This design comes from an exercise in tuning for small area on the open sky130 flow, not from production work. In this exercise RTL edits were held to simulation tests only and were not proved equivalent to the original. No activity file was given, so power comes from the tool's default toggle rates.

--- flow/design.v ---
module ats_timer_array #(
    parameter int unsigned NUM_CLOCKS = 16,
    parameter int unsigned NUM_ALARMS = 24,
    parameter int unsigned CNT_W      = 16,
    parameter int unsigned PULSE_LEN  = 2
) (
    input  logic                  clk,
    input  logic                  reset,
    input  logic                  cmd_valid,
    output logic                  cmd_ready,
    input  logic [31:0]           cmd_data,
    output logic                  rsp_valid,
    output logic                  rsp_ack,
    output logic [NUM_ALARMS-1:0] alarm_pulse,
    output logic [NUM_ALARMS-1:0] alarm_pending,
    input  logic [NUM_ALARMS-1:0] pend_clr,
    output logic                  irq
);
    localparam int NC = 16;
    localparam int NA = 24;
    localparam int W  = 16;
    localparam logic [2:0] OP_NOP     = 3'b000;
    localparam logic [2:0] OP_SET_CLK = 3'b001;
    localparam logic [2:0] OP_CLK_EN  = 3'b010;
    localparam logic [2:0] OP_MODE    = 3'b011;
    localparam logic [2:0] OP_SET_ALM = 3'b101;
    localparam logic [2:0] OP_SET_TMR = 3'b110;
    localparam logic [2:0] OP_ALM_EN  = 3'b111;
    logic [2:0]   pre;
    logic         active, clk_lock, alm_lock;
    logic [W-1:0] cnt   [NC];
    logic [1:0]   rate  [NC];
    logic [NC-1:0] clk_en;
    logic [W-1:0] dst  [NA];
    logic [3:0]   aclk  [NA];
    logic [NA-1:0] alm_en, alm_rep, pc;
    logic [NA-1:0] pend;          
    logic         wl_q;           
    logic         rst_q;          
    logic [W-1:0] xd;
    logic [2:0]   op;
    logic [3:0]   c_idx, ref_clk;
    logic [4:0]   a_idx;
    logic [W-1:0] cmd_val;
    logic         cmd_ok, cmd_acc, cmd_do;
    assign op      = cmd_data[31:29];
    assign c_idx   = cmd_data[28:25];
    assign a_idx   = cmd_data[28:24];
    assign ref_clk = cmd_data[19:16];
    assign cmd_val = cmd_data[W-1:0];
    assign cmd_acc = cmd_valid && cmd_ready;
    assign cmd_do  = cmd_acc && cmd_ok && !reset;
    logic a_idx_ok;
    assign a_idx_ok = (a_idx < 5'd24);
    always_comb begin
        case (op)
            OP_NOP, OP_MODE:       cmd_ok = 1'b1;
            OP_SET_CLK, OP_CLK_EN: cmd_ok = !clk_lock;
            OP_SET_TMR:            cmd_ok = a_idx_ok && !alm_lock && (cmd_val != '0);
            OP_SET_ALM, OP_ALM_EN: cmd_ok = a_idx_ok && !alm_lock;
            default:               cmd_ok = 1'b0;
        endcase
    end
    logic do_setclk, do_clken, do_mode, do_alm, do_almld;
    assign do_setclk = cmd_do && (op == OP_SET_CLK);
    assign do_clken  = cmd_do && (op == OP_CLK_EN);
    assign do_mode   = cmd_do && (op == OP_MODE);
    assign do_alm    = cmd_do && op[2];
    assign do_almld  = do_alm && (op[1:0] != 2'b11);
    logic [2:0]    pre_d;
    logic          active_d;
    logic [3:0]    tick_d;
    logic [1:0]    rate_d [NC];
    logic [NC-1:0] clk_step, clk_set, en_d, step_d;
    assign pre_d    = reset ? 3'd0 : (active ? pre + 3'd1 : pre);
    assign active_d = reset || (do_mode ? cmd_data[28] : active);
    assign tick_d   = {&pre_d, &pre_d[1:0], pre_d[0], 1'b1};
    always_comb begin
        for (int c = 0; c < NC; c++) begin
            clk_set[c] = do_setclk && (c_idx == 4'(c));
            if (reset) begin
                rate_d[c] = '0;
                en_d[c]   = 1'b0;
            end else if (clk_set[c]) begin
                rate_d[c] = cmd_data[23:22];
                en_d[c]   = 1'b1;
            end else begin
                rate_d[c] = rate[c];
                en_d[c]   = (do_clken && (c_idx == 4'(c))) ? cmd_data[23] : clk_en[c];
            end
            step_d[c] = active_d && en_d[c] && tick_d[rate_d[c]];
        end
    end
    logic [3:0]   msel;
    logic [W-1:0] mcnt, sub_b, x, xr;
    logic         x_cin;
    assign msel  = op[2] ? ref_clk : c_idx;
    always_comb begin
        mcnt = '0;
        for (int c = 0; c < NC; c++)
            if (msel == 4'(c)) mcnt = cnt[c];
    end
    assign sub_b = (op[2:1] == 2'b11) ? '0 : mcnt;
    assign x_cin = !clk_step[msel];
    assign x     = cmd_val + ~sub_b + W'(x_cin);
    assign xr    = reset ? '0 : (op[2] ? x : ~x);
    logic [NA-1:0] fire, wr;
    logic [W-1:0]  xdn;
    assign xdn = ~xd;
    for (genvar i = 0; i < NA; i++) begin : g_alm
        logic         st, ld, pw, pa, zero;
        logic [3:0]   aclk_d;
        logic [W-1:0] sum;
        assign aclk_d = reset ? 4'd0 :
                        (wr[i] && (op[1:0] != 2'b11)) ? ref_clk : aclk[i];
        assign pw    = wl_q && pend[i];
        assign pa    = pend[i];
        assign ld    = do_setclk && (aclk[i] == c_idx);
        assign wr[i] = do_alm && (a_idx == 5'(i));
        ats_timer_array_dsum u_sum (
            .d(dst[i]), .xdn(xdn), .pw(pw), .pa(pa), .st(st), .sum(sum),
            .zero(zero)
        );
        assign fire[i] = alm_en[i] && st && !ld && !wr[i] && zero;
        always_ff @(posedge clk) begin
            dst[i]  <= sum;
            aclk[i] <= aclk_d;
            st      <= step_d[aclk_d];
            if (reset) begin
                alm_en[i]  <= 1'b0;
                alm_rep[i] <= 1'b0;
            end else if (wr[i]) begin
                if (op[1:0] != 2'b11) begin
                    alm_en[i]  <= 1'b1;
                    alm_rep[i] <= !op[1] && cmd_data[23];
                end else begin
                    alm_en[i]  <= cmd_data[23];
                end
            end else if (fire[i] && !alm_rep[i]) begin
                alm_en[i] <= 1'b0;
            end
            pc[i]          <= !reset && fire[i];
            pend[i]        <= reset || ld || (do_almld && (a_idx == 5'(i)));
            alarm_pulse[i] <= !reset && (fire[i] || (pc[i] && !wr[i]));
            if (reset)              alarm_pending[i] <= 1'b0;
            else if (fire[i])       alarm_pending[i] <= 1'b1;
            else if (pend_clr[i])   alarm_pending[i] <= 1'b0;
        end
    end
    logic [W-1:0] valr;
    assign valr = reset ? '0 : cmd_val;
    for (genvar c = 0; c < NC; c++) begin : g_clk
        logic [W-1:0] cnt_d;
        ats_timer_array_cnext u_next (
            .cnt(cnt[c]), .step(clk_step[c]), .ld(reset || clk_set[c]),
            .val(valr), .nxt(cnt_d)
        );
        always_ff @(posedge clk) begin
            cnt[c]      <= cnt_d;
            rate[c]     <= rate_d[c];
            clk_en[c]   <= en_d[c];
            clk_step[c] <= step_d[c];
        end
    end
    always_ff @(posedge clk) begin
        pre    <= pre_d;
        active <= active_d;
        if (reset) begin
            clk_lock  <= 1'b0;
            alm_lock  <= 1'b0;
            rsp_valid <= 1'b0;
            rsp_ack   <= 1'b0;
        end else begin
            rsp_valid <= cmd_acc;
            rsp_ack   <= cmd_acc && cmd_ok;
            if (do_mode) begin
                clk_lock <= cmd_data[27];
                alm_lock <= cmd_data[26];
            end
        end
        rst_q  <= reset;
        wl_q   <= reset || do_almld;
        xd     <= xr;
    end
    assign irq       = |alarm_pending;
    assign cmd_ready = !rst_q;
endmodule
module ats_timer_array_dsum (
    input  logic [15:0] d,
    input  logic [15:0] xdn,
    input  logic        pw,
    input  logic        pa,
    input  logic        st,
    output logic [15:0] sum,
    output logic        zero
);
    logic [16:0] cy;
    logic [15:0] opa, opb;
    assign cy[0] = !st;
    for (genvar b = 0; b < 16; b++) begin : g_fa
        assign opa[b]  = d[b] || pw;
        assign opb[b]  = !(xdn[b] && pa);
        assign sum[b]  = opa[b] ^ opb[b] ^ cy[b];
        assign cy[b+1] = (opa[b] & opb[b]) | (cy[b] & (opa[b] ^ opb[b]));
    end
    assign zero = (sum == '0);
endmodule
module ats_timer_array_cnext (
    input  logic [15:0] cnt,
    input  logic        step,
    input  logic        ld,
    input  logic [15:0] val,
    output logic [15:0] nxt
);
    logic [16:0] ic;
    assign ic[0] = step;
    for (genvar b = 0; b < 16; b++) begin : g_inc
        assign nxt[b]   = ld ? val[b] : (cnt[b] ^ ic[b]);
        assign ic[b+1]  = cnt[b] & ic[b];
    end
endmodule
--- flow/flow/run.sh ---
#!/bin/bash
# Layout flow:
#  1. the standard synthesis, run on the design with the RTL bodies of the
#     two arithmetic helper modules (ats_timer_array_dsum, _cnext) replaced by
#     the cell-level versions in cells.v (same ports, same function; they hold
#     no registers, so the registers are those of the standard synthesis);
#  2. the rest of the combinational logic re-mapped for area by ABC (registers,
#     adder cells, tie cells and the helper modules' cells are kept as they are);
#  3. the standard layout from floorplan on, with the clock tree built from
#     clkbuf_8 without dummy loads.
set -euo pipefail
here=$(pwd)
fl=$here/flow
res=$here/orfs/results/$FLOW_PLATFORM/ats_timer_array/base
lib=$FLOW_HOME/platforms/$FLOW_PLATFORM/lib/sky130_fd_sc_hd__tt_025C_1v80.lib

python3 $fl/swap.py $FLOW_DESIGN $fl/cells.v $here/design_cells.v > swap.log 2>&1
bash standard.sh VERILOG_FILES=$here/design_cells.v synth > synth.log 2>&1

cp $res/1_2_yosys.v $here/1_2_yosys.standard.v
REMAP_IN=$here/1_2_yosys.standard.v REMAP_OUT=$here/1_2_yosys.remap.v \
REMAP_LIB=$lib REMAP_TOP=$FLOW_TOP REMAP_DONT_USE="$(cat $fl/dont_use.txt)" \
REMAP_SCRIPT=$fl/remap.abc REMAP_KEEP='*u_*' REMAP_KEEP_CELLS=$fl/keep_cells.v \
  yosys -c $fl/remap.tcl > remap.log 2>&1
cp $here/1_2_yosys.remap.v $res/1_2_yosys.v
rm -f $res/1_synth.odb $res/1_synth.sdc

bash standard.sh VERILOG_FILES=$here/design_cells.v \
  "CTS_ARGS=-sink_clustering_enable -repair_clock_nets -sink_clustering_size 16 -sink_clustering_max_diameter 55 -buf_list sky130_fd_sc_hd__clkbuf_8 -dont_use_dummy_load" \
  "BUFFER_PORTS_ARGS=-buffer_cell sky130_fd_sc_hd__buf_1" \
  finish > layout.log 2>&1
--- flow/flow/cells.v ---
// Cell-level versions of the two arithmetic helper modules of the RTL, used in
// place of their RTL bodies by run.sh. Same ports and function.
module ats_timer_array_dsum (d, xdn, pw, pa, st, sum, zero);
  input [15:0] d;
  input [15:0] xdn;
  input pw;
  input pa;
  input st;
  output [15:0] sum;
  output zero;
  wire [16:0] cy;
  wire za, zb, zc, zd, zlo;
  wire [15:0] opa, opb;
  sky130_fd_sc_hd__clkinv_1 u_cin (.A(st), .Y(cy[0]));
  genvar b;
  generate for (b = 0; b < 16; b = b + 1) begin : g_fa
    sky130_fd_sc_hd__or2_0   u_a  (.A(d[b]), .B(pw), .X(opa[b]));
    sky130_fd_sc_hd__nand2_1 u_b  (.A(xdn[b]), .B(pa), .Y(opb[b]));
    sky130_fd_sc_hd__fa_1    u_fa (.A(opa[b]), .B(opb[b]), .CIN(cy[b]), .COUT(cy[b+1]), .SUM(sum[b]));
  end endgenerate
  // zero: the late (high) sum bits enter at the last gates
  sky130_fd_sc_hd__nor4_1 u_za (.A(sum[0]), .B(sum[1]), .C(sum[2]), .D(sum[3]), .Y(za));
  sky130_fd_sc_hd__nor4_1 u_zb (.A(sum[4]), .B(sum[5]), .C(sum[6]), .D(sum[7]), .Y(zb));
  sky130_fd_sc_hd__nor4_1 u_zc (.A(sum[8]), .B(sum[9]), .C(sum[10]), .D(sum[11]), .Y(zc));
  sky130_fd_sc_hd__nor4_1 u_zd (.A(sum[15]), .B(sum[14]), .C(sum[13]), .D(sum[12]), .Y(zd));
  sky130_fd_sc_hd__and3_1 u_zl (.A(za), .B(zb), .C(zc), .X(zlo));
  sky130_fd_sc_hd__and2_0 u_z  (.A(zd), .B(zlo), .X(zero));
endmodule

module ats_timer_array_cnext (cnt, step, ld, val, nxt);
  input [15:0] cnt;
  input step;
  input ld;
  input [15:0] val;
  output [15:0] nxt;
  wire [16:0] ic;
  wire [15:0] s;
  wire nld;
  assign ic[0] = step;
  sky130_fd_sc_hd__clkinv_1 u_nld (.A(ld), .Y(nld));
  genvar b;
  generate for (b = 0; b < 16; b = b + 1) begin : g_inc
    sky130_fd_sc_hd__ha_1  u_ha (.A(cnt[b]), .B(ic[b]), .COUT(ic[b+1]), .SUM(s[b]));
    sky130_fd_sc_hd__a22o_1 u_mx (.A1(ld), .A2(val[b]), .B1(nld), .B2(s[b]), .X(nxt[b]));
  end endgenerate
endmodule
--- flow/flow/dont_use.txt ---
sky130_fd_sc_hd__probe_p_8 sky130_fd_sc_hd__probec_p_8 sky130_fd_sc_hd__lpflow_bleeder_1 sky130_fd_sc_hd__lpflow_clkbufkapwr_1 sky130_fd_sc_hd__lpflow_clkbufkapwr_16 sky130_fd_sc_hd__lpflow_clkbufkapwr_2 sky130_fd_sc_hd__lpflow_clkbufkapwr_4 sky130_fd_sc_hd__lpflow_clkbufkapwr_8 sky130_fd_sc_hd__lpflow_clkinvkapwr_1 sky130_fd_sc_hd__lpflow_clkinvkapwr_16 sky130_fd_sc_hd__lpflow_clkinvkapwr_2 sky130_fd_sc_hd__lpflow_clkinvkapwr_4 sky130_fd_sc_hd__lpflow_clkinvkapwr_8 sky130_fd_sc_hd__lpflow_decapkapwr_12 sky130_fd_sc_hd__lpflow_decapkapwr_3 sky130_fd_sc_hd__lpflow_decapkapwr_4 sky130_fd_sc_hd__lpflow_decapkapwr_6 sky130_fd_sc_hd__lpflow_decapkapwr_8 sky130_fd_sc_hd__lpflow_inputiso0n_1 sky130_fd_sc_hd__lpflow_inputiso0p_1 sky130_fd_sc_hd__lpflow_inputiso1n_1 sky130_fd_sc_hd__lpflow_inputiso1p_1 sky130_fd_sc_hd__lpflow_inputisolatch_1 sky130_fd_sc_hd__lpflow_isobufsrc_1 sky130_fd_sc_hd__lpflow_isobufsrc_16 sky130_fd_sc_hd__lpflow_isobufsrc_2 sky130_fd_sc_hd__lpflow_isobufsrc_4 sky130_fd_sc_hd__lpflow_isobufsrc_8 sky130_fd_sc_hd__lpflow_isobufsrckapwr_16 sky130_fd_sc_hd__lpflow_lsbuf_lh_hl_isowell_tap_1 sky130_fd_sc_hd__lpflow_lsbuf_lh_hl_isowell_tap_2 sky130_fd_sc_hd__lpflow_lsbuf_lh_hl_isowell_tap_4 sky130_fd_sc_hd__lpflow_lsbuf_lh_isowell_4 sky130_fd_sc_hd__lpflow_lsbuf_lh_isowell_tap_1 sky130_fd_sc_hd__lpflow_lsbuf_lh_isowell_tap_2 sky130_fd_sc_hd__lpflow_lsbuf_lh_isowell_tap_4 sky130_fd_sc_hd__fill_1 sky130_fd_sc_hd__fill_2 sky130_fd_sc_hd__fill_4 sky130_fd_sc_hd__fill_8
--- flow/flow/keep_cells.v ---
(* blackbox *) module KEEP_or2_0 (A, B, X); input A, B; output X; endmodule
(* blackbox *) module KEEP_nand2_1 (A, B, Y); input A, B; output Y; endmodule
(* blackbox *) module KEEP_clkinv_1 (A, Y); input A; output Y; endmodule
(* blackbox *) module KEEP_a22o_1 (A1, A2, B1, B2, X); input A1, A2, B1, B2; output X; endmodule
(* blackbox *) module KEEP_nor4_1 (A, B, C, D, Y); input A, B, C, D; output Y; endmodule
(* blackbox *) module KEEP_and3_1 (A, B, C, X); input A, B, C; output X; endmodule
(* blackbox *) module KEEP_and2_0 (A, B, X); input A, B; output X; endmodule
--- flow/flow/remap.abc ---
strash
dch -f
amap
strash
dch -f
amap
strash
dch -f
amap
topo
--- flow/flow/remap.tcl ---
# Re-map the combinational logic of a mapped netlist; registers, adders and
# tie cells are kept as they are (same instances, same names), and so are the
# cells of the instances matching REMAP_KEEP (the cell-level helper modules).
# env: REMAP_IN, REMAP_OUT, REMAP_LIB, REMAP_DONT_USE, REMAP_SCRIPT
yosys -import
set lib $::env(REMAP_LIB)
read_liberty -ignore_miss_func $lib
blackbox sky130_fd_sc_hd__df* sky130_fd_sc_hd__edf* sky130_fd_sc_hd__sdf* sky130_fd_sc_hd__dl* sky130_fd_sc_hd__sedf* sky130_fd_sc_hd__conb* sky130_fd_sc_hd__fa_* sky130_fd_sc_hd__ha_*
read_verilog $::env(REMAP_IN)
hierarchy -top $::env(REMAP_TOP)
if {[info exists ::env(REMAP_KEEP)]} {
  read_verilog $::env(REMAP_KEEP_CELLS)
  foreach c {or2_0 nand2_1 clkinv_1 a22o_1 nor4_1 and3_1 and2_0} {
    chtype -map sky130_fd_sc_hd__$c KEEP_$c c:$::env(REMAP_KEEP)
  }
}
flatten
opt_clean
set du {}
foreach c $::env(REMAP_DONT_USE) { lappend du -dont_use $c }
abc -liberty $lib {*}$du -script $::env(REMAP_SCRIPT)
opt_clean -purge
if {[info exists ::env(REMAP_KEEP)]} {
  foreach c {or2_0 nand2_1 clkinv_1 a22o_1 nor4_1 and3_1 and2_0} {
    chtype -map KEEP_$c sky130_fd_sc_hd__$c
  }
}
splitnets
opt_clean -purge
hilomap -singleton -hicell sky130_fd_sc_hd__conb_1 HI -locell sky130_fd_sc_hd__conb_1 LO
insbuf -buf sky130_fd_sc_hd__buf_4 A X
opt_clean -purge
tee -o $::env(REMAP_OUT).stat stat -liberty $lib
write_verilog -noattr -nohex -nodec $::env(REMAP_OUT)
--- flow/flow/swap.py ---
# Replace the RTL bodies of the modules defined in cells.v by their cell-level versions.
import re, sys
design, cells, out = sys.argv[1:4]
t = open(design).read()
c = open(cells).read()
for name in re.findall(r'^module\s+(\w+)', c, re.M):
    t, n = re.subn(r'^module\s+%s\b.*?^endmodule\b' % name, '', t, flags=re.M | re.S)
    assert n == 1, name
open(out, 'w').write(t + '\n' + c)
--- flow/standard.sh ---
#!/bin/bash
# synth_recipe.tcl (not shown) runs the flow's synth.tcl, then flattens the netlist and writes it again
# the make line also repeats each setting of config.mk as NAME=value (left out here)
make -C /OpenROAD-flow-scripts/flow DESIGN_CONFIG=/design/flow/config.mk WORK_HOME=/design/flow/orfs CLKGATE_MAP_FILE= SYNTH_SCRIPT=/design/flow/synth_recipe.tcl "${@:-finish}"
--- flow/config.mk ---
export PLATFORM = sky130hd
export DESIGN_NAME = ats_timer_array
export DESIGN_NICKNAME = ats_timer_array
export VERILOG_FILES = /design/flow/design.v
export SDC_FILE = /design/flow/constraint.sdc
export NUM_CORES = 8
export LEC_CHECK = 0
export ABC_AREA = 1
export CAP_MARGIN = 20
export CORE_MARGIN = 2
export CORE_UTILIZATION = 45
export CTS_BUF_LIST = sky130_fd_sc_hd__clkbuf_8
export CTS_CLUSTER_DIAMETER = 50
export CTS_CLUSTER_SIZE = 12
export PLACE_DENSITY = 0.6
export SLEW_MARGIN = 20
--- flow/constraint.sdc ---
create_clock -name core_clock -period 9.0 [get_ports {clk}]
set_input_delay 1.8000 -clock core_clock [delete_from_list [all_inputs] [get_ports {clk}]]
set_output_delay 1.8000 -clock core_clock [all_outputs]
set_load 0.01 [all_outputs]
==> results of run 1 <==
==> metrics by stage <==
step           area (sq um)  hold WS (ps)  setup WS (ps)  total power, mW  std cells
3_5_place_dp          52530         443.6          251.8            9.824       6406
5_1_grt               54040         420.3          2.879            13.29       6517
3_3_place_gp          52530         436.4          377.6            9.647       6406
6_report              54050         397.9          313.9            12.36       6519
4_1_cts               54020         410.6          245.7            12.45       6514
2_1_floorplan         49040         417.9          33.34            8.596       4735
==> layout make-up <==
class / count / area, sq um
diodes: 5 / 12.51
clock buffers: 108 / 1486
fillers: 10070 / 54500
inverters: 287 / 1082
multi-input cells: 3430 / 28020
flip-flops and latches: 994 / 19900
well taps: 1414 / 1769
repair buffers: 281 / 1772
==> repair_timing <==
item / 4_1_cts / 5_1_grt
gates resized for setup: 0 / 8
hold buffers: 0 / 0
setup endpoints to repair: 0 / 10
==> routing by layer <==
metal	vias up	GRT usage [%]	share of wire (%)
met4	6	8.990	3.6
met2	1590	41.32	44
li1	18030	-	-
met5	-	0	0.025
met3	315	5.335	8.1
met1	19340	38.12	45
==> layout by cell type, fill, tap and decap left out, types with 23 or more instances in the layout <==
cell type,n
or2_0,387
a31o_1,24
and2_0,23
nand3_1,45
nand2_1,582
o221ai_1,146
o22ai_1,202
o21ai_0,138
nor4_1,126
fa_1,386
a22o_1,260
clkbuf_8,108
dfxtp_1,994
clkinv_1,280
a31oi_1,25
nor2b_1,39
a221oi_1,82
or3_1,65
a21oi_1,56
ha_1,271
and3_1,28
nor3_1,27
buf_1,106
buf_4,168
a222oi_1,36
a22oi_1,23
nor2_1,232
==> power by group through the flow <==
stage	clock, mW	sequential, mW	combinational, mW
2_1_floorplan	0	5.76	2.84
3_3_place_gp	0	5.80	3.85
3_5_place_dp	0	5.84	3.99
4_1_cts	2.68	5.75	4.02
5_1_grt	2.84	5.84	4.61
6_report	2.61	5.74	4.01
==> registers in the layout, indices dropped and copies added, names as in the netlist, 3 cells and up <==
signal         count
aclk              96
pend              24
alarm_pending     24
pc                24
clk_en            16
pre                3
xd                16
alarm_pulse       24
dst              384
cnt              256
g_alm.st          24
alm_rep           24
alm_en            24
rate              32
clk_step          16
==> worst paths after layout <==
kind	start	end	slack, ps
worst max-delay path	wl_q	alarm_pending[2]	310
worst min-delay path	pc[7]	alarm_pulse[7]	400
worst max register to register	wl_q	alarm_pending[2]	310
worst min register to register	pc[7]	alarm_pulse[7]	400
==> flow_summary.ini, run 1 <==
[power_and_ir_drop]
power.switching_mw = 4.101
p_clk_share_pct = 21.1
irDropWorstVdd_uv = 120.5
power.density_mw_per_mm2 = 228.7
p_int_mw = 8.262
sw_frac_of_total_pct = 33.17
power_leakage_nw = 20.65
comb_power_share_pct = 32.4
p_seq_share_pct = 46.5

[clocking]
htreeDepth = 3
cts_tree = built
cts_buffers = 108
clockBufferDepth = 3
insertion_delay_ps = 830
cts_root_buffer = clkbuf_8
cts_setup_buffers = 0
clkSlewWorstSetupHoldPaths_ps = 80
cts.sinks = 994

[drt]
first_pass_iters = 9
wl_per_cell_um = 23.11
first_iter_violations = 4146
drcViolationCount = 0
wirelength_um = 150700
ant_nets = 0
viasPerCell = 6.026
vias = 39280

[final_layout]
final_util_pct = 49.79
layout-area-overhead-vs-synth_pct = 10.20
fin_nets = 5818
layout-drive-gt1-share_pct = 6.235

[timing]
rsz0062_at_grt = false
relSlewSlack_pct = 30.89
fmax_ghz = 0.1151
finalSetupTns_ps = 0
worst_pin_slew_ps = 1037
hold_violations = 0
maxSlewViolCount = 0
finalSetupViolCount = 0
post-route-period-util_pct = 96.51
fin_crit_ps = 8686
skew_ps = 101.4

[floorplan]
die_w_um = 334.1
fp-row-count = 121
start_util_pct = 45.18
die-area_sq_mm = 0.1116
die_h_um = 334.1
num_io_pins = 111
fp.coreArea_sq_mm = 0.1086

[min_path]
hold_path_depth = 1
hp-class = reg2reg

[place]
io_buffers = 108
gp_congestion = 0.9011
place_hpwl_um = 104100

[critical_path]
crit_buf_inv = 3
critical_path_depth = 26
crit_fanout = 21
endpoint_kind = flip-flop
crit_required_ps = 9700
path_delay_family = adder cells
cp_slowest_stage_delay_ps = 470
critPathLaunchType = flip-flop
critical_path_class = reg2reg
cpMaxStageDelayCell = fa_1
arrival_ps = 9390
reg2regPathDepth = 26
critical_path.most_common_cell = fa_1

[grt]
overflow = 0
grt_max_degree = 85
grt_antenna_before_repair = 7
first_global_vias = 38460
grt_usage_pct = 26.97
grt_first_pass_wirelength_um = 233100

[run_status]
run_status = no timing/DRC/antenna violations

[synth]
syn_inst = 4735
syn_area_sq_mm = 0.04904
syn_nets = 5451
yosysWarnings = 11
syn_area_per_cell_sq_um = 10.36

[run]
max_cap_violations = 0
==> run 2, diff against run 1 <==
--- a/flow/flow/run.sh
+++ b/flow/flow/run.sh
@@ -29,3 +29,2 @@
   "CTS_ARGS=-sink_clustering_enable -repair_clock_nets -sink_clustering_size 16 -sink_clustering_max_diameter 55 -buf_list sky130_fd_sc_hd__clkbuf_8 -dont_use_dummy_load" \
-  "BUFFER_PORTS_ARGS=-buffer_cell sky130_fd_sc_hd__buf_1" \
   finish > layout.log 2>&1
==> run 2 against run 1 <==
Via count down 0.28%. Die area unchanged. Synthesized cell count unchanged. Synthesized area unchanged. Clock power up 2%. Highest routed layer unchanged.
==> flow_summary.ini, run 2 <==
[run_status]
run_status = no timing/DRC/antenna violations

[floorplan]
fp-row-count = 121
start_util_pct = 45.18
die_w_um = 334.1
fp.coreArea_sq_mm = 0.1086
die_h_um = 334.1
die-area_sq_mm = 0.1116
num_io_pins = 111

[final_layout]
fin_nets = 5820
regMostFlops = dst
final_cell_mix = dfxtp_1 (994), nand2_1 (582), or2_0 (387)
num-fill-cells = 9975
final_area_sq_mm = 0.05480
layout-area-overhead-vs-synth_pct = 11.74
reg.largest.list = dst: 384 flops, cnt: 256 flops, aclk: 96 flops
mostFrequentLayoutCell = dfxtp_1
largest_register_ffs = 384
layout-drive-gt1-share_pct = 6.350

[drt]
vias = 39170
viasPerCell = 6.011
drcViolationCount = 0
first_pass_iters = 10
wirelength_um = 152200
wl_per_cell_um = 23.35
ant_nets = 0
first_iter_violations = 3628

[timing]
worst_pin_slew_ps = 1122
relSlewSlack_pct = 25.10
setup_ws_ps = 275.4
skew_ps = 98.03
post-route-period-util_pct = 96.94
fin_crit_ps = 8725
finalSetupTns_ps = 0
hold_violations = 0
fmax_ghz = 0.1146
maxSlewViolCount = 0
hold_ws_ps = 436.7
finalSetupViolCount = 0

[place]
place_area_sq_mm = 0.05315
post-place-ws_ps = 164.0
gp_congestion = 0.8944
place_hpwl_um = 103300
io_buffers = 108

[critical_path]
crit_fanout = 8
critPathLaunchType = flip-flop
crit_required_ps = 9640
critical_path_class = reg2reg
arrival_ps = 9370
endpoint_kind = flip-flop

[clocking]
cts_buffers = 112
cts_root_buffer = clkbuf_8
holdBufCountCts = 0
htreeDepth = 3
cts.sinks = 994
clkSlewWorstSetupHoldPaths_ps = 90
insertion_delay_ps = 820
clockBufferDepth = 3
cts_tree = built

[min_path]
hp-class = reg2reg

[grt]
overflow = 0
grt_antenna_before_repair = 3
grt_max_degree = 75
grt_usage_pct = 27.02
first_global_vias = 38270
grt_first_pass_wirelength_um = 233100

[synth]
syn_nets = 5451
syn_area_sq_mm = 0.04904
syn_area_per_cell_sq_um = 10.36
syn_inst = 4735
yosysWarnings = 11

[power_and_ir_drop]
power_leakage_nw = 20.94
total_power_mw = 12.43
power.density_mw_per_mm2 = 226.8
irDropWorstVdd_uv = 106.0

[run]
max_cap_violations = 0
-- run 2: layout make-up --
class / count / area [sq um] / area share (%)
multi-input cells: 3430 / 28070 / 51.22
flip-flops and latches: 994 / 19900 / 36.31
repair buffers: 279 / 2434 / 4.441
well taps: 1414 / 1769 / 3.229
clock buffers: 112 / 1541 / 2.813
inverters: 287 / 1086 / 1.982
diodes: 1 / 2.502 / 0.004567
-- run 2: critical path, cell delays in order, from the launching register on --
cell and delay (ps):
dfxtp_1 320, clkinvlp_4 130, buf_12 140, clkbuf_16 180, nor2b_1 70, or2_0 230, fa_1 440, fa_1 390
fa_1 400, fa_1 380, fa_1 390, fa_1 390, fa_1 390, fa_1 400, fa_1 390, fa_1 400
fa_1 390, fa_1 400, fa_1 390, fa_1 390, fa_1 390, fa_1 470, nor4_1 410, and2_0 290
nand3b_1 190, nor2_1 120, o22ai_1 80
-- run 2: path summary, 6_finish.rpt --
| path | slack (ps) | depth (start not counted) | endpoint | startpoint |
|---|---|---|---|---|
| hold reg to reg | 440 | 1 | alarm_pulse[3] | pc[3] |
| hold / removal | 440 | 1 | alarm_pulse[3] | pc[3] |
| setup reg to reg | 280 | 26 | alm_en[23] | wl_q |
| setup / recovery | 280 | 26 | alm_en[23] | wl_q |
-- run 2: repair_timing --
item | 4_1_cts | 5_1_grt
resized for setup | 0 | 14
endpoints found under the setup margin | 0 | 29
setup buffers | 0 | 1
-- run 2: report_power, final --
part	total, mW	switching (mW)	internal, mW
combinational	4.03	2.30	1.73
sequential	5.75	0.254	5.49
clock	2.65	1.56	1.10
-- run 2: metrics by stage --
stage | util, % | std cells
2_1_floorplan | - | 4735
3_3_place_gp | 48.96 | 6402
3_5_place_dp | 48.96 | 6402
4_1_cts | 50.38 | 6514
5_1_grt | 50.48 | 6517
6_report | 50.48 | 6517
-- run 2: routing by layer --
metal	part of all wire (%)	up-vias	wire length [um]	global-route usage (%)
met4	3.1	4	4709	8.051
li1	-	18040	-	-
met2	45	1398	68000	42.08
met3	7.2	272	10960	4.691
met1	45	19460	68460	38.39
met5	0.014	-	22	0
==> run 3, diff against run 2 <==
--- a/flow/flow/run.sh
+++ b/flow/flow/run.sh
@@ -7,3 +7,4 @@
 #  2. the rest of the combinational logic re-mapped for area by ABC (registers,
-#     adder cells, tie cells and the helper modules' cells are kept as they are);
+#     adder cells, tie cells and the helper modules' cells are kept as they are),
+#     with a few ABC scripts, keeping the smallest result;
 #  3. the standard layout from floorplan on, with the clock tree built from
@@ -20,7 +21,15 @@
 cp $res/1_2_yosys.v $here/1_2_yosys.standard.v
-REMAP_IN=$here/1_2_yosys.standard.v REMAP_OUT=$here/1_2_yosys.remap.v \
-REMAP_LIB=$lib REMAP_TOP=$FLOW_TOP REMAP_DONT_USE="$(cat $fl/dont_use.txt)" \
-REMAP_SCRIPT=$fl/remap.abc REMAP_KEEP='*u_*' REMAP_KEEP_CELLS=$fl/keep_cells.v \
-  yosys -c $fl/remap.tcl > remap.log 2>&1
-cp $here/1_2_yosys.remap.v $res/1_2_yosys.v
+outs=""
+for s in $fl/remap_*.abc; do
+  n=$(basename $s .abc)
+  REMAP_IN=$here/1_2_yosys.standard.v REMAP_OUT=$here/1_2_yosys.$n.v \
+  REMAP_LIB=$lib REMAP_TOP=$FLOW_TOP REMAP_DONT_USE="$(cat $fl/dont_use.txt)" \
+  REMAP_SCRIPT=$s REMAP_KEEP='*u_*' REMAP_KEEP_CELLS=$fl/keep_cells.v \
+    yosys -c $fl/remap.tcl > $n.log 2>&1 &
+  outs="$outs $here/1_2_yosys.$n.v"
+done
+wait
+best=$(python3 $fl/pick.py $outs 2> pick.log)
+echo "picked $best" >> pick.log
+cp $best $res/1_2_yosys.v
 rm -f $res/1_synth.odb $res/1_synth.sdc
@@ -29,2 +38,3 @@
   "CTS_ARGS=-sink_clustering_enable -repair_clock_nets -sink_clustering_size 16 -sink_clustering_max_diameter 55 -buf_list sky130_fd_sc_hd__clkbuf_8 -dont_use_dummy_load" \
+  "BUFFER_PORTS_ARGS=-buffer_cell sky130_fd_sc_hd__buf_1" \
   finish > layout.log 2>&1
==> flow/flow/pick.py (new file) <==
# Print the remapped netlist (of those given) with the smallest cell area.
import re, sys
best = None
for v in sys.argv[1:]:
    try:
        a = float(re.search(r'Chip area for module .*?: ([\d.]+)', open(v + '.stat').read()).group(1))
    except Exception:
        continue
    print('%s %.1f' % (v, a), file=sys.stderr)
    if best is None or a < best[0]:
        best = (a, v)
print(best[1])
==> flow/flow/remap_n4.abc (new file) <==
strash
rewrite
refactor
balance
dch -f
amap
strash
dch -f
amap
strash
dch -f
amap
topo
==> flow/flow/remap_p3.abc (new file) <==
strash
ifraig
dch -f
amap
strash
dch -f
amap
strash
dch -f
amap
strash
dch -f
amap
topo
==> flow/flow/remap_p6.abc (new file) <==
strash
&get -n
&fraig -x
&put
dch -f
amap
strash
dch -f
amap
topo
==> flow/flow/remap_q1.abc (new file) <==
strash
ifraig
dch -f
amap
strash
dch -f
amap
strash
dch -f
amap
strash
dch -f
amap
strash
dch -f
amap
strash
dch -f
amap
strash
dch -f
amap
topo
==> flow/flow/remap_q3.abc (new file) <==
strash
ifraig
dc2
dch -f
amap
strash
dch -f
amap
strash
dch -f
amap
strash
dch -f
amap
strash
dch -f
amap
strash
dch -f
amap
strash
dch -f
amap
topo
removed: flow/flow/remap.abc
==> run 3 against run 2 <==
Still clean on timing, DRC and antenna. Clock power decreased by 2%. Maximum frequency rose by 0.51%. Utilization down 0.41 points. Clock skew grew 8.0 ps.
==> flow_summary.ini, run 3 <==
[synth]
syn_nets = 5405
syn_inst = 4689
yosysWarnings = 11
syn_area_sq_mm = 0.04887
syn_area_per_cell_sq_um = 10.42

[power_and_ir_drop]
power.density_mw_per_mm2 = 230.2
power_leakage_nw = 20.55
irDropWorstVdd_uv = 127.0

[final_layout]
layout-area-overhead-vs-synth_pct = 9.987
largest_register_ffs = 384
regMostFlops = dst
reg.largest.list = dst: 384 flops, cnt: 256 flops, aclk: 96 flops
fin_nets = 5752
mostFrequentLayoutCell = dfxtp_1
final_cell_mix = dfxtp_1 (994), nand2_1 (526), or2_0 (387)
layout-drive-gt1-share_pct = 6.218

[drt]
vias = 38990
first_pass_iters = 6
first_iter_violations = 3515
ant_nets = 0
viasPerCell = 6.051
wl_per_cell_um = 23.82
wirelength_um = 153500
drcViolationCount = 0

[clocking]
clockBufferDepth = 3
cts_tree = built
cts_root_buffer = clkbuf_8
cts.sinks = 994
clkSlewWorstSetupHoldPaths_ps = 90
cts_buffers = 107
holdBufCountCts = 0
htreeDepth = 3
insertion_delay_ps = 850

[place]
gp_congestion = 0.9187
io_buffers = 108
post-place-ws_ps = 262.8
place_hpwl_um = 105900

[timing]
worst_pin_slew_ps = 1144
finalSetupViolCount = 0
finalSetupTns_ps = 0
hold_violations = 0
fmax_ghz = 0.1152
rsz0062_at_grt = false
fin_crit_ps = 8680
maxSlewViolCount = 0
setup_ws_ps = 319.7
skew_ps = 106.0
post-route-period-util_pct = 96.45
relSlewSlack_pct = 23.01

[min_path]
holdCritStartpoint = alm_rep[15]
hp-class = reg2reg

[critical_path]
path_delay_family = adder cells
crit_fanout = 12
worstSetupStartpoint = wl_q
crit_required_ps = 9740
critPathLaunchType = flip-flop
critical_path_class = reg2reg
critical_path.most_common_cell = fa_1
cpMaxStageDelayCell = fa_1
cp_slowest_stage_delay_ps = 460
rr_startpoint = wl_q
arrival_ps = 9420
endpoint_kind = flip-flop
crit_buf_inv = 3

[floorplan]
num_io_pins = 111
die_w_um = 333.6
fp.coreArea_sq_mm = 0.1074
die_h_um = 333.6
start_util_pct = 45.52
die-area_sq_mm = 0.1113
fp-row-count = 120

[grt]
grt_max_degree = 157
overflow = 0
first_global_vias = 38790
grt_usage_pct = 27.41
grt_first_pass_wirelength_um = 235400
grt_antenna_before_repair = 6

[run]
max_cap_violations = 0

[run_status]
run_status = no timing/DRC/antenna violations
-- run 3: changes by cell type in the layout (fill, tap and decap cells not counted), moves of 16 or more --
cell,previous run,this run
a22oi_1,23,54
buf_1,0,103
a221oi_1,82,57
a32oi_1,2,20
buf_4,166,150
nor2_1,232,257
clkdlybuf4s50_1,107,0
o22ai_1,202,181
a221o_1,10,29
nand2_1,582,526
-- run 3: stage by stage --
stage | total power [mW] | hold slack, ps | cell area [sq um] | util (%) | cells
after floorplan | 8.611 | 417.9 | 48870 | - | 4689
after global placement | 9.679 | 435.2 | 52190 | 48.62 | 6328
after detailed placement | 9.842 | 441.5 | 52190 | 48.62 | 6328
after CTS | 12.45 | 463.5 | 53670 | 49.99 | 6435
after global routing | 13.30 | 480.7 | 53750 | 50.07 | 6441
final | 12.37 | 457.4 | 53750 | 50.07 | 6443
-- run 3: where the power goes --
group	switching [mW]	internal, mW
sequential	0.253	5.49
clock	1.54	1.05
combinational	2.32	1.71
total	4.12	8.26
-- run 3: worst register-to-register path: stages, from the launching register on --
cell and delay, ps:
dfxtp_1 320, clkinvlp_4 90, buf_4 170, clkbuf_16 230, nor2b_1 80, or2_0 230, fa_1 440, fa_1 400
fa_1 390, fa_1 390, fa_1 390, fa_1 400, fa_1 410, fa_1 410, fa_1 390, fa_1 400
fa_1 390, fa_1 390, fa_1 390, fa_1 390, fa_1 390, fa_1 460, nor4_1 400, and2_0 290
nand3b_1 160, nor2_1 160, a31o_1 120
-- run 3: cell type report --
cell class                 count  area (sq um)
timing repair buffer         262          1625
antenna                        6         15.01
sequential                   994         19900
multi-input combinational   3376         27870
inverter                     295          1116
fill                       10060         53600
clock buffer                 107          1473
tap                         1403          1755
-- run 3: routing by layer --
layer	GRT usage (%)	vias up	routed length (um)
met5	0	-	23
li1	-	17850	-
met3	5.000	279	12070
met2	42.58	1474	68520
met4	9.002	4	4765
met1	38.54	19380	68110
-- run 3: final timing paths --
check	end	slack, ps	cells past startpoint
hold / removal	alm_rep[15]	460	2
setup reg to reg	alarm_pulse[0]	320	26
hold reg to reg	alm_rep[15]	460	2
setup / recovery	alarm_pulse[0]	320	26
-- run 3: what timing repair did --
action	in CTS	in global routing
gates resized for setup	0	5
buffers inserted	0	1
endpoints found under the setup margin	0	7
==> run 4, diff against run 3 <==
--- a/flow/config.mk
+++ b/flow/config.mk
@@ -10,3 +10,3 @@
 export CORE_MARGIN = 2
-export CORE_UTILIZATION = 45
+export CORE_UTILIZATION = 55
 export CTS_BUF_LIST = sky130_fd_sc_hd__clkbuf_8
@@ -14,3 +14,3 @@
 export CTS_CLUSTER_SIZE = 12
-export PLACE_DENSITY = 0.6
+export PLACE_DENSITY = 0.7
 export SLEW_MARGIN = 20
==> run 4 against run 3 <==
Clock skew down 11 ps. Maximum frequency is 0.54% lower. Critical path depth unchanged. First-iteration DRC count rose by 17%. Combinational power fell by 1%. Critical endpoint is now alarm_pulse[6]. Highest routed layer unchanged.
==> flow_summary.ini, run 4 <==
[run_status]
run_status = no timing/DRC/antenna violations

[final_layout]
reg.largest.list = dst: 384 flops, cnt: 256 flops, aclk: 96 flops
final_cell_mix = dfxtp_1 (994), nand2_1 (526), or2_0 (387)
instances_no_fill = 6190
layout-drive-gt1-share_pct = 5.953
mostFrequentLayoutCell = dfxtp_1
layout-area-overhead-vs-synth_pct = 9.086
largest_register_ffs = 384
final_util_pct = 60.42
fin_nets = 5741
regMostFlops = dst
final_area_sq_mm = 0.05331

[drt]
wl_met1_um = 59820
drcViolationCount = 0
wl_per_cell_um = 23.51
highest_layer = met5
met2WireLength_um = 65470
wirelength_um = 145500
viasPerCell = 6.346
first_iter_violations = 4124
first_pass_iters = 9
vias = 39280
wl_met3_um = 13440
ant_nets = 0

[timing]
hold_violations = 0
relSlewSlack_pct = 26.80
skew_ps = 95.02
worst_pin_slew_ps = 1091
fin_crit_ps = 8727
maxSlewViolCount = 0
finalSetupViolCount = 0
rsz0062_at_grt = false
post-route-period-util_pct = 96.97
hold_ws_ps = 453.7
setup_ws_ps = 273.0
fmax_ghz = 0.1146
finalSetupTns_ps = 0

[synth]
syn_area_sq_mm = 0.04887
yosysWarnings = 11
syn_inst = 4689
syn_nets = 5405
syn_area_per_cell_sq_um = 10.42

[clocking]
cts_root_buffer = clkbuf_8
holdBufCountCts = 0
cts_tree = built
htreeDepth = 3
insertion_delay_ps = 800
cts_buffers = 102
clockBufferDepth = 3
clkSlewWorstSetupHoldPaths_ps = 90
cts.sinks = 994

[critical_path]
critical_path.most_common_cell = fa_1
path_delay_family = adder cells
arrival_ps = 9470
r2r_slack_ps = 270
critical_path_class = reg2reg
r2r_end = alarm_pulse[6]
critPathLaunchType = flip-flop
rr_startpoint = wl_q
crit_buf_inv = 2
crit_required_ps = 9740
endpoint_kind = flip-flop
reg2regPathDepth = 26
cpMaxStageDelayCell = fa_1
cp_slowest_stage_delay_ps = 490
crit_fanout = 10

[run]
max_cap_violations = 0

[place]
post-place-ws_ps = 263.1
place_area_sq_mm = 0.05184
gp_congestion = 0.9616
io_buffers = 108
placed_cells = 6084
place_hpwl_um = 100600

[power_and_ir_drop]
sw_frac_of_total_pct = 33.15
power.density_mw_per_mm2 = 230.1
power.switching_mw = 4.067
p_int_mw = 8.202
irDropWorstVdd_uv = 157.0
p_clk_share_pct = 20.5
comb_power_share_pct = 32.6
total_power_mw = 12.27
power_leakage_nw = 20.47
p_seq_share_pct = 46.9

[grt]
grt_usage_pct = 32.01
first_global_vias = 38460
grt_first_pass_wirelength_um = 224900
overflow = 0
grt_max_degree = 88
grt_antenna_before_repair = 8

[floorplan]
die_w_um = 302.1
fp-row-count = 109
die_h_um = 302.1
start_util_pct = 55.39
num_io_pins = 111
fp.coreArea_sq_mm = 0.08824
die-area_sq_mm = 0.09126

[min_path]
hold_path_depth = 2
holdCritStartpoint = alm_rep[2]
hp-class = reg2reg
holdPathEnd = alm_rep[2]
-- run 4: how the worst max path moves through the flow --
stage	start	endpoint	depth (start not counted)
global placement	wl_q	alm_en[16]	26
finish	wl_q	alarm_pulse[6]	26
global route	wl_q	alm_en[19]	26
floorplan	reset	g_alm[7].st	16
detailed placement	xd[0]	alarm_pulse[6]	24
CTS	wl_q	alarm_pulse[6]	26
-- run 4: layout make-up --
class / instances / area (sq um)
Fill cell: 7497 / 34930
Multi-Input combinational cell: 3376 / 27870
Sequential cell: 994 / 19900
Timing Repair Buffer: 256 / 1556
Tap cell: 1165 / 1458
Clock buffer: 102 / 1404
Inverter: 295 / 1116
Antenna cell: 2 / 5.005
-- run 4: power groups by stage --
stage                     registers (mW)  logic, mW  clock network, mW
after floorplan                     5.76       2.86                  0
after global placement              5.80       3.80                  0
after detailed placement            5.85       3.97                  0
after CTS                           5.76       4.00               2.55
after global routing                5.86       4.63               2.71
final                               5.75       4.00               2.51
-- run 4: repair_timing --
| action | CTS | global route |
|---|---|---|
| endpoints found under the setup margin | 0 | 19 |
| setup buffers | 0 | 2 |
| resized for setup | 0 | 7 |
-- run 4: worst register-to-register path, stage by stage, from the launching register on --
cell	delay, ps
dfxtp_1	310
clkinv_1	70
buf_4	230
nor2b_1	90
or2_0	240
fa_1	440
fa_1	400
fa_1	390
fa_1	390
fa_1	410
fa_1	390
fa_1	390
fa_1	390
fa_1	390
fa_1	390
fa_1	390
fa_1	400
fa_1	400
fa_1	390
fa_1	380
fa_1	490
nor4_2	280
and2_1	210
nand2_1	70
or3_1	450
nor2_1	180
a31o_1	110
-- run 4: routing by layer --
layer  vias to the layer above  global-route usage [%]
met3                       366                   6.112
li1                      17820                       -
met4                         8                   13.58
met1                     19280                   43.62
met2                      1803                   50.08
met5                         -                       0
==> run 5, diff against run 4 <==
--- a/flow/flow/run.sh
+++ b/flow/flow/run.sh
@@ -37,3 +37,3 @@
 bash standard.sh VERILOG_FILES=$here/design_cells.v \
-  "CTS_ARGS=-sink_clustering_enable -repair_clock_nets -sink_clustering_size 16 -sink_clustering_max_diameter 55 -buf_list sky130_fd_sc_hd__clkbuf_8 -dont_use_dummy_load" \
+  "CTS_ARGS=-sink_clustering_enable -repair_clock_nets -sink_clustering_size 16 -sink_clustering_max_diameter 70 -buf_list sky130_fd_sc_hd__clkbuf_8 -dont_use_dummy_load" \
   "BUFFER_PORTS_ARGS=-buffer_cell sky130_fd_sc_hd__buf_1" \
--- a/flow/config.mk
+++ b/flow/config.mk
@@ -10,3 +10,3 @@
 export CORE_MARGIN = 2
-export CORE_UTILIZATION = 55
+export CORE_UTILIZATION = 45
 export CTS_BUF_LIST = sky130_fd_sc_hd__clkbuf_8
@@ -14,3 +14,3 @@
 export CTS_CLUSTER_SIZE = 12
-export PLACE_DENSITY = 0.7
+export PLACE_DENSITY = 0.6
 export SLEW_MARGIN = 20
==> run 5 against run 4 <==
Still clean. Non-clock buffer count up 8. Sequential cell count unchanged. Clock skew up 27 ps. Via count down 1.1%. Sequential power about the same. Critical endpoint is now alarm_pulse[0].
==> flow_summary.ini, run 5 <==
[power_and_ir_drop]
irDropWorstVdd_uv = 127.8
power_leakage_nw = 20.38
comb_power_share_pct = 33.4
p_int_mw = 8.010
p_seq_share_pct = 47.5
power.density_mw_per_mm2 = 226.1
power.switching_mw = 4.068
sw_frac_of_total_pct = 33.68
p_clk_share_pct = 19.0

[synth]
syn_area_sq_mm = 0.04887
syn_area_per_cell_sq_um = 10.42
yosysWarnings = 11
syn_nets = 5405
syn_inst = 4689

[floorplan]
fp-row-count = 120
start_util_pct = 45.52
fp.coreArea_sq_mm = 0.1074
die_h_um = 333.6
die_w_um = 333.6
die-area_sq_mm = 0.1113
num_io_pins = 111

[timing]
maxSlewViolCount = 0
relSlewSlack_pct = 23.61
worst_pin_slew_ps = 1139
skew_ps = 122.0
setup_ws_ps = 297.5
finalSetupTns_ps = 0
fmax_ghz = 0.1149
fin_crit_ps = 8703
hold_violations = 0
rsz0062_at_grt = false
finalSetupViolCount = 0
post-route-period-util_pct = 96.69

[grt]
first_global_vias = 38570
grt_max_degree = 157
overflow = 0
grt_antenna_before_repair = 6
grt_first_pass_wirelength_um = 234900
grt_usage_pct = 27.37

[drt]
wirelength_um = 153100
drcViolationCount = 0
vias = 38850
wl_per_cell_um = 23.87
viasPerCell = 6.056
ant_nets = 0
first_iter_violations = 3643
first_pass_iters = 6

[min_path]
hp-class = reg2reg

[critical_path]
critPathLaunchType = flip-flop
endpoint_kind = flip-flop
arrival_ps = 9410
crit_fanout = 12
crit_required_ps = 9710
critical_path_class = reg2reg

[run]
max_cap_violations = 0

[final_layout]
layout-area-overhead-vs-synth_pct = 9.291
layout-drive-gt1-share_pct = 5.768
reg.largest.list = dst: 384 flops, cnt: 256 flops, aclk: 96 flops
final_cell_mix = dfxtp_1 (994), nand2_1 (526), or2_0 (387)
largest_register_ffs = 384
fin_nets = 5728
instances_no_fill = 6415
mostFrequentLayoutCell = dfxtp_1
final_util_pct = 49.75
regMostFlops = dst

[run_status]
run_status = no timing/DRC/antenna violations

[clocking]
cts.sinks = 994
insertion_delay_ps = 780
cts_root_buffer = clkbuf_8
cts_buffers = 81
clockBufferDepth = 3
cts_tree = built
htreeDepth = 3
clkSlewWorstSetupHoldPaths_ps = 100

[place]
io_buffers = 108
placed_cells = 6328
post-place-ws_ps = 262.8
gp_congestion = 0.9187
place_hpwl_um = 105900
## run 5: final timing paths
check,from,end,slack (ps),depth (start not counted)
min reg2reg,pc[2],alarm_pulse[2],450,1
max,wl_q,alarm_pulse[0],300,26
max reg2reg,wl_q,alarm_pulse[0],300,26
min,pc[2],alarm_pulse[2],450,1
## run 5: worst max-delay path: stages (launching register included)
cell	delay, ps
dfxtp_1	340
clkinvlp_4	90
buf_4	170
clkbuf_16	220
nor2b_1	70
or2_0	230
fa_1	450
fa_1	400
fa_1	390
fa_1	390
fa_1	390
fa_1	390
fa_1	410
fa_1	410
fa_1	400
fa_1	400
fa_1	390
fa_1	390
fa_1	380
fa_1	390
fa_1	390
fa_1	460
nor4_1	400
and2_0	280
nand3b_1	150
nor2_1	160
a31o_1	120
## run 5: final cells by class
| cell class | count | area, sq um |
|---|---|---|
| fillers | 10090 | 53940 |
| well taps | 1403 | 1755 |
| diodes | 2 | 5.005 |
| inverters | 295 | 1116 |
| clock buffers | 81 | 1115 |
| multi-input cells | 3376 | 27870 |
| flip-flops and latches | 994 | 19900 |
| repair buffers | 264 | 1653 |
## run 5: repair_timing
| item | 4_1_cts | 5_1_grt |
|---|---|---|
| buffers inserted | 0 | 3 |
| hold buffers | 0 | 0 |
| setup endpoints to repair | 0 | 13 |
| resized for setup | 0 | 5 |
## run 5: power groups by stage
stage / sequential, mW / combinational [mW] / clock, mW
2_1_floorplan: 5.76 / 2.86 / 0
3_3_place_gp: 5.81 / 3.87 / 0
3_5_place_dp: 5.84 / 4.00 / 0
4_1_cts: 5.75 / 4.04 / 2.36
5_1_grt: 5.85 / 4.64 / 2.51
6_report: 5.74 / 4.04 / 2.30
## run 5: per-stage QoR
stage / power (mW) / cell area [sq um] / hold WS (ps)
floorplan: 8.611 / 48870 / 417.9
global placement: 9.679 / 52190 / 435.2
detailed placement: 9.842 / 52190 / 441.5
CTS: 12.14 / 53310 / 459.2
global route: 13.00 / 53410 / 478.5
finish: 12.08 / 53410 / 454.2
## run 5: layer usage
layer  up-vias  track usage [%]  part of all wire (%)
met3       271            5.198                   8.1
met5         -                0                 0.021
met1     19330            38.46                    44
met4         6            8.135                   3.1
li1      17790                -                     -
met2      1455            42.78                    45
==> run 6, diff against run 5 <==
--- a/flow/design.v
+++ b/flow/design.v
@@ -110,3 +110,3 @@
     for (genvar i = 0; i < NA; i++) begin : g_alm
-        logic         st, ld, pw, pa, zero;
+        logic         nst, ld, pw, pa, zero;
         logic [3:0]   aclk_d;
@@ -120,6 +120,6 @@
         ats_timer_array_dsum u_sum (
-            .d(dst[i]), .xdn(xdn), .pw(pw), .pa(pa), .st(st), .sum(sum),
+            .d(dst[i]), .xdn(xdn), .pw(pw), .pa(pa), .nst(nst), .sum(sum),
             .zero(zero)
         );
-        assign fire[i] = alm_en[i] && st && !ld && !wr[i] && zero;
+        assign fire[i] = alm_en[i] && !nst && !ld && !wr[i] && zero;
         always_ff @(posedge clk) begin
@@ -127,3 +127,3 @@
             aclk[i] <= aclk_d;
-            st      <= step_d[aclk_d];
+            nst     <= !step_d[aclk_d];
             if (reset) begin
@@ -192,3 +192,3 @@
     input  logic        pa,
-    input  logic        st,
+    input  logic        nst,
     output logic [15:0] sum,
@@ -198,3 +198,3 @@
     logic [15:0] opa, opb;
-    assign cy[0] = !st;
+    assign cy[0] = nst;
     for (genvar b = 0; b < 16; b++) begin : g_fa
--- a/flow/flow/cells.v
+++ b/flow/flow/cells.v
@@ -2,3 +2,3 @@
 // place of their RTL bodies by run.sh. Same ports and function.
-module ats_timer_array_dsum (d, xdn, pw, pa, st, sum, zero);
+module ats_timer_array_dsum (d, xdn, pw, pa, nst, sum, zero);
   input [15:0] d;
@@ -7,3 +7,3 @@
   input pa;
-  input st;
+  input nst;
   output [15:0] sum;
@@ -13,3 +13,3 @@
   wire [15:0] opa, opb;
-  sky130_fd_sc_hd__clkinv_1 u_cin (.A(st), .Y(cy[0]));
+  assign cy[0] = nst;
   genvar b;
@@ -42,3 +42,7 @@
   generate for (b = 0; b < 16; b = b + 1) begin : g_inc
-    sky130_fd_sc_hd__ha_1  u_ha (.A(cnt[b]), .B(ic[b]), .COUT(ic[b+1]), .SUM(s[b]));
+    if (b < 15) begin : g_ha
+      sky130_fd_sc_hd__ha_1  u_ha (.A(cnt[b]), .B(ic[b]), .COUT(ic[b+1]), .SUM(s[b]));
+    end else begin : g_x
+      sky130_fd_sc_hd__xor2_1 u_x (.A(cnt[b]), .B(ic[b]), .X(s[b]));
+    end
     sky130_fd_sc_hd__a22o_1 u_mx (.A1(ld), .A2(val[b]), .B1(nld), .B2(s[b]), .X(nxt[b]));
--- a/flow/flow/keep_cells.v
+++ b/flow/flow/keep_cells.v
@@ -7 +7,2 @@
 (* blackbox *) module KEEP_and2_0 (A, B, X); input A, B; output X; endmodule
+(* blackbox *) module KEEP_xor2_1 (A, B, X); input A, B; output X; endmodule
--- a/flow/flow/remap.tcl
+++ b/flow/flow/remap.tcl
@@ -12,3 +12,3 @@
   read_verilog $::env(REMAP_KEEP_CELLS)
-  foreach c {or2_0 nand2_1 clkinv_1 a22o_1 nor4_1 and3_1 and2_0} {
+  foreach c {or2_0 nand2_1 clkinv_1 a22o_1 nor4_1 and3_1 and2_0 xor2_1} {
     chtype -map sky130_fd_sc_hd__$c KEEP_$c c:$::env(REMAP_KEEP)
@@ -23,3 +23,3 @@
 if {[info exists ::env(REMAP_KEEP)]} {
-  foreach c {or2_0 nand2_1 clkinv_1 a22o_1 nor4_1 and3_1 and2_0} {
+  foreach c {or2_0 nand2_1 clkinv_1 a22o_1 nor4_1 and3_1 and2_0 xor2_1} {
     chtype -map KEEP_$c sky130_fd_sc_hd__$c
--- a/flow/config.mk
+++ b/flow/config.mk
@@ -10,3 +10,3 @@
 export CORE_MARGIN = 2
-export CORE_UTILIZATION = 45
+export CORE_UTILIZATION = 65
 export CTS_BUF_LIST = sky130_fd_sc_hd__clkbuf_8
@@ -14,3 +14,3 @@
 export CTS_CLUSTER_SIZE = 12
-export PLACE_DENSITY = 0.6
+export PLACE_DENSITY = 0.78
 export SLEW_MARGIN = 20
==> run 6 against run 5 <==
Sequential power about the same. Synthesized area down 0.52%. Cell area down 1.7%. Synthesized cell count up 0.38%. Global-route usage up 9.2 points. Clock skew down 52 ps. Total power down 0.71%. Critical endpoint is now alm_en[21]. Largest cell class unchanged.
==> flow_summary.ini, run 6 <==
[run_status]
run_status = no timing/DRC/antenna violations

[critical_path]
critPathLaunchType = flip-flop
endpoint_kind = flip-flop
arrival_ps = 9380
crit_fanout = 11
critical_path_class = reg2reg
crit_required_ps = 9590

[clocking]
clkSlewWorstSetupHoldPaths_ps = 110
cts_root_buffer = clkbuf_8
cts_setup_buffers = 0
clockBufferDepth = 3
cts_buffers = 72
insertion_delay_ps = 740
cts.sinks = 994
cts_tree = built
htreeDepth = 3

[grt]
grt_first_pass_wirelength_um = 219100
grt_antenna_before_repair = 6
overflow = 0
first_global_vias = 38140
grt_max_degree = 72
grt_usage_pct = 36.58

[timing]
fin_crit_ps = 8791
maxSlewViolCount = 0
finalSetupTns_ps = 0
skew_ps = 70.13
rsz0062_at_grt = false
hold_violations = 0
post-route-period-util_pct = 97.68
fmax_ghz = 0.1138
relSlewSlack_pct = 29.98
finalSetupViolCount = 0
worst_pin_slew_ps = 1046

[place]
gp_congestion = 0.9279
place_hpwl_um = 97230
io_buffers = 108

[power_and_ir_drop]
power.density_mw_per_mm2 = 228.4
irDropWorstVdd_uv = 145.8
total_power_mw = 11.99
power_leakage_nw = 20.25

[drt]
viasPerCell = 6.564
drcViolationCount = 0
first_pass_iters = 9
ant_nets = 0
vias = 39190
wl_per_cell_um = 23.67
first_iter_violations = 4237
wirelength_um = 141300

[synth]
yosysWarnings = 11
syn_nets = 5407
syn_area_per_cell_sq_um = 10.33
syn_inst = 4707
syn_area_sq_mm = 0.04862

[floorplan]
num_io_pins = 111
fp-row-count = 100
die-area_sq_mm = 0.07700
die_h_um = 277.5
start_util_pct = 65.52
fp.coreArea_sq_mm = 0.07420
die_w_um = 277.5

[final_layout]
layout-drive-gt1-share_pct = 5.364
mostFrequentLayoutCell = dfxtp_1
layout-area-overhead-vs-synth_pct = 7.999
reg.largest.list = dst: 384 flops, cnt: 256 flops, aclk: 96 flops
num-fill-cells = 5614
final_cell_mix = dfxtp_1 (994), nand2_1 (555), or2_0 (406)
regMostFlops = dst
largest_register_ffs = 384
fin_nets = 5698

[min_path]
hp-class = reg2reg

[run]
max_cap_violations = 0
run 6: metrics by stage:
step                hold slack [ps]  util [%]  instance area, sq um  instances  worst slack, ps
floorplan                     419.9         -                 48680       4707            544.2
global placement              432.2     69.27                 51400       5893            182.4
detailed placement            441.7     69.28                 51400       5893            11.74
CTS                           462.9     70.61                 52390       5965            4.336
global route                  475.9     70.76                 52500       5968            2.166
finish                        465.5     70.76                 52500       5970            208.9
run 6: where the power goes:
group | internal [mW] | total (mW) | switching (mW)
logic | 1.73 | 4.08 | 2.35
clock network | 0.722 | 2.15 | 1.43
registers | 5.49 | 5.76 | 0.268
run 6: final cells by class:
class	instances	area (sq um)	area share (%)
Timing Repair Buffer	241	1420	2.705
Inverter	233	879.6	1.675
Tap cell	969	1212	2.309
Multi-Input combinational cell	3456	28090	53.50
Antenna cell	5	12.51	0.02383
Sequential cell	994	19900	37.90
Clock buffer	72	991.0	1.887
run 6: critical path, cell delays in order, from the launching register on:
cell,delay [ps]
dfxtp_1,320
clkinv_1,110
buf_6,170
buf_6,210
nor2b_1,80
or2_0,230
fa_1,450
fa_1,390
fa_1,390
fa_1,430
fa_1,410
fa_1,400
fa_1,400
fa_1,390
fa_1,410
fa_1,410
fa_1,400
fa_1,390
fa_1,390
fa_1,390
fa_1,380
fa_1,470
nor4_1,330
and2_0,330
nand2_1,190
nor2_1,120
o22ai_1,90
run 6: worst paths after layout:
| path | from | to | slack (ps) | cells past startpoint |
|---|---|---|---|---|
| min | pc[9] | alarm_pulse[9] | 470 | 2 |
| max reg2reg | wl_q | alm_en[21] | 210 | 26 |
| max | wl_q | alm_en[21] | 210 | 26 |
| min reg2reg | pc[9] | alarm_pulse[9] | 470 | 2 |
run 6: per-layer routing:
metal / share of wire [%] / GRT usage (%) / up-vias
met5: 0 / 0 / -
met4: 5.3 / 16.72 / 0
met3: 11 / 8.759 / 470
met2: 44 / 55.71 / 2084
met1: 40 / 49.70 / 18940
li1: - / - / 17690
run 6: timing repair:
action / 4_1_cts / 5_1_grt
resized for setup: 0 / 23
setup endpoints to repair: 0 / 27
hold buffers: 0 / 0
==> run 7, diff against run 6 <==
--- a/flow/config.mk
+++ b/flow/config.mk
@@ -10,3 +10,3 @@
 export CORE_MARGIN = 2
-export CORE_UTILIZATION = 65
+export CORE_UTILIZATION = 55
 export CTS_BUF_LIST = sky130_fd_sc_hd__clkbuf_8
@@ -14,3 +14,4 @@
 export CTS_CLUSTER_SIZE = 12
-export PLACE_DENSITY = 0.78
+export GPL_ROUTABILITY_DRIVEN = 0
+export PLACE_DENSITY = 0.7
 export SLEW_MARGIN = 20
==> run 7 against run 6 <==
Die area grew 18%. Cell count is 3.3% higher. Utilization fell by 11 points. Critical path type unchanged. Non-clock buffer count rose by 2. Total power rose by 0.36%. Register-to-register slack gained 40 ps. Global-route usage fell by 4.2 points. Largest cell class unchanged. First-iteration DRC count fell by 1.6%.
==> flow_summary.ini, run 7 <==
[clocking]
clockBufferDepth = 3
cts_tree = built
clkSlewWorstSetupHoldPaths_ps = 100
holdBufCountCts = 0
insertion_delay_ps = 730
cts_root_buffer = clkbuf_8
cts.sinks = 994
cts_buffers = 74
htreeDepth = 3

[floorplan]
die_h_um = 301.3
die_w_um = 301.3
start_util_pct = 55.27
fp-row-count = 109
fp.coreArea_sq_mm = 0.08797
num_io_pins = 111
die-area_sq_mm = 0.09078

[timing]
hold_violations = 0
post-route-period-util_pct = 97.22
skew_ps = 63.21
maxSlewViolCount = 0
fmax_ghz = 0.1143
finalSetupViolCount = 0
relSlewSlack_pct = 25.89
fin_crit_ps = 8749
worst_pin_slew_ps = 1110

[run_status]
run_status = no timing/DRC/antenna violations

[critical_path]
endpoint_kind = flip-flop
critPathLaunchType = flip-flop
crit_fanout = 7
arrival_ps = 9400
crit_required_ps = 9650
r2r_slack_ps = 250
critical_path_class = reg2reg

[drt]
vias = 39070
first_pass_iters = 10
wl_per_cell_um = 23.86
first_iter_violations = 4171
ant_nets = 0
wirelength_um = 147100
drcViolationCount = 0
viasPerCell = 6.336

[final_layout]
multi_input_area_sq_mm = 0.02806
mostFrequentLayoutCell = dfxtp_1
final_cell_mix = dfxtp_1 (993), nand2_1 (556), or2_0 (406)
largest_register_ffs = 384
instances_no_fill = 6166
layout-drive-gt1-share_pct = 5.300
layout-area-overhead-vs-synth_pct = 8.614
seq_area_sq_mm = 0.01990
final_util_pct = 60.03
num-fill-cells = 7583
regMostFlops = dst
fin_nets = 5702
final_area_sq_mm = 0.05280
reg.largest.list = dst: 384 flops, cnt: 256 flops, aclk: 96 flops

[synth]
syn_nets = 5407
syn_inst = 4707
syn_area_per_cell_sq_um = 10.33
yosysWarnings = 11
syn_area_sq_mm = 0.04862

[place]
place_area_sq_mm = 0.05170
place_hpwl_um = 101100
io_buffers = 108
placed_cells = 6091

[grt]
grt_max_degree = 72
grt_first_pass_wirelength_um = 225800
grt_usage_pct = 32.35
first_global_vias = 37620
overflow = 0
grt_antenna_before_repair = 3

[power_and_ir_drop]
irDropWorstVdd_uv = 165.7
power_leakage_nw = 20.28
power.density_mw_per_mm2 = 227.9
total_power_mw = 12.04

[min_path]
hp-class = reg2reg

[run]
max_cap_violations = 0
[run 7: cell types whose count changed in the layout (fill, tap and decap cells not counted), moves of 2 or more]
cell,previous run,this run
buf_12,0,4
or4_4,4,1
clkinv_1,232,230
diode_2,5,1
nor4_1,114,116
buf_6,2,0
nor4_2,7,4
or4_1,1,4
and2_4,2,0
clkbuf_8,72,74
[run 7: metrics by stage]
stage / setup WS, ps / TNS, ps / hold WS [ps]
2_1_floorplan: 544.2 / 0 / 419.9
3_3_place_gp: 197.7 / 0 / 431.2
3_5_place_dp: 16.46 / 0 / 438.9
4_1_cts: 103.9 / 0 / 463.9
5_1_grt: -18.91 / -18.91 / 475.2
6_report: 250.5 / 0 / 457.9
[run 7: critical path, cell delays in order (launching register included)]
cell,delay [ps]
dfxtp_1,340
clkinv_4,140
nor2b_1,80
or2_0,230
fa_1,450
fa_1,410
fa_1,400
fa_1,400
fa_1,410
fa_1,390
fa_1,390
fa_1,390
fa_1,380
fa_1,390
fa_1,400
fa_1,390
fa_1,410
fa_1,390
fa_1,390
fa_1,470
nor4_2,290
and2_1,220
nand2_1,60
or4_1,590
nor2_1,160
a31o_1,110
[run 7: per-layer routing]
layer / vias to the layer above / GRT usage [%] / routed length [um]
li1: 17720 / - / -
met1: 19080 / 45.41 / 60810
met2: 1925 / 49.09 / 64520
met3: 352 / 6.959 / 15710
met4: 2 / 12.09 / 6032
met5: - / 0 / 14
[run 7: area by class of cell]
type	count	area share [%]
well taps	1165	2.761
flip-flops and latches	994	37.69
multi-input cells	3456	53.14
inverters	233	1.682
diodes	1	0.004739
clock buffers	74	1.929
repair buffers	243	2.796
[run 7: repair_timing]
action,CTS,global route
pin swaps,0,1
endpoints found under the setup margin,1,28
gates resized for setup,1,16
buffers inserted,0,0
[run 7: final timing paths]
path                     end  depth (start not counted)   from
max          alarm_pulse[22]                         25   wl_q
min           alarm_pulse[5]                          2  pc[5]
max reg2reg  alarm_pulse[22]                         25   wl_q
min reg2reg   alarm_pulse[5]                          2  pc[5]
[run 7: report_power, final]
group	internal (mW)	leakage (nW)	switching, mW	total, mW
Combinational	1.73	11.5	2.35	4.09
Clock	0.741	0.532	1.45	2.19
Sequential	5.49	8.24	0.266	5.76

port drivers added, routing unchanged:
The results above use ideal ports. As a check the final layouts listed here were re-extracted and re-timed, cells and wires unchanged.
Step 1 (the two cells are an assumption about what drives the block):
set clk [get_ports {clk}]
set_driving_cell -lib_cell sky130_fd_sc_hd__clkbuf_16 $clk
set_driving_cell -lib_cell sky130_fd_sc_hd__buf_2 [delete_from_list [all_inputs] $clk]
Step 2 also shifts input and output timing later by t, the mid clock arrival at the registers, as if the neighbouring blocks saw the same clock.
a / b / c = ideal / step 1 / step 2; a / b = the first two.
run | t (ns) | setup slack, ns | clock arrival spread, ns | worst slew at a driven data input, ns | pins driven straight from the clock port
run 1 | 0.847 | 0.314 / 0.314 / 0.314 | 0.102 / 0.102 | 0.10 | 1
run 2 | 0.833 | 0.275 / 0.275 / 0.275 | 0.099 / 0.100 | 0.10 | 1
run 3 | 0.864 | 0.320 / 0.320 / 0.320 | 0.119 / 0.119 | 0.14 | 1
run 4 | 0.825 | 0.273 / 0.273 / 0.246 | 0.099 / 0.099 | 0.16 | 1
run 5 | 0.792 | 0.297 / 0.297 / 0.297 | 0.135 / 0.135 | 0.14 | 1
run 6 | 0.775 | 0.209 / 0.209 / 0.209 | 0.074 / 0.074 | 0.13 | 1
run 7 | 0.762 | 0.251 / 0.251 / 0.251 | 0.071 / 0.071 | 0.06 | 1
After both steps setup and hold are still met in every run listed. For run 4, which loses most, drivers alone change the setup slack by 0.000 ns; drivers and shift together by -0.027 ns.
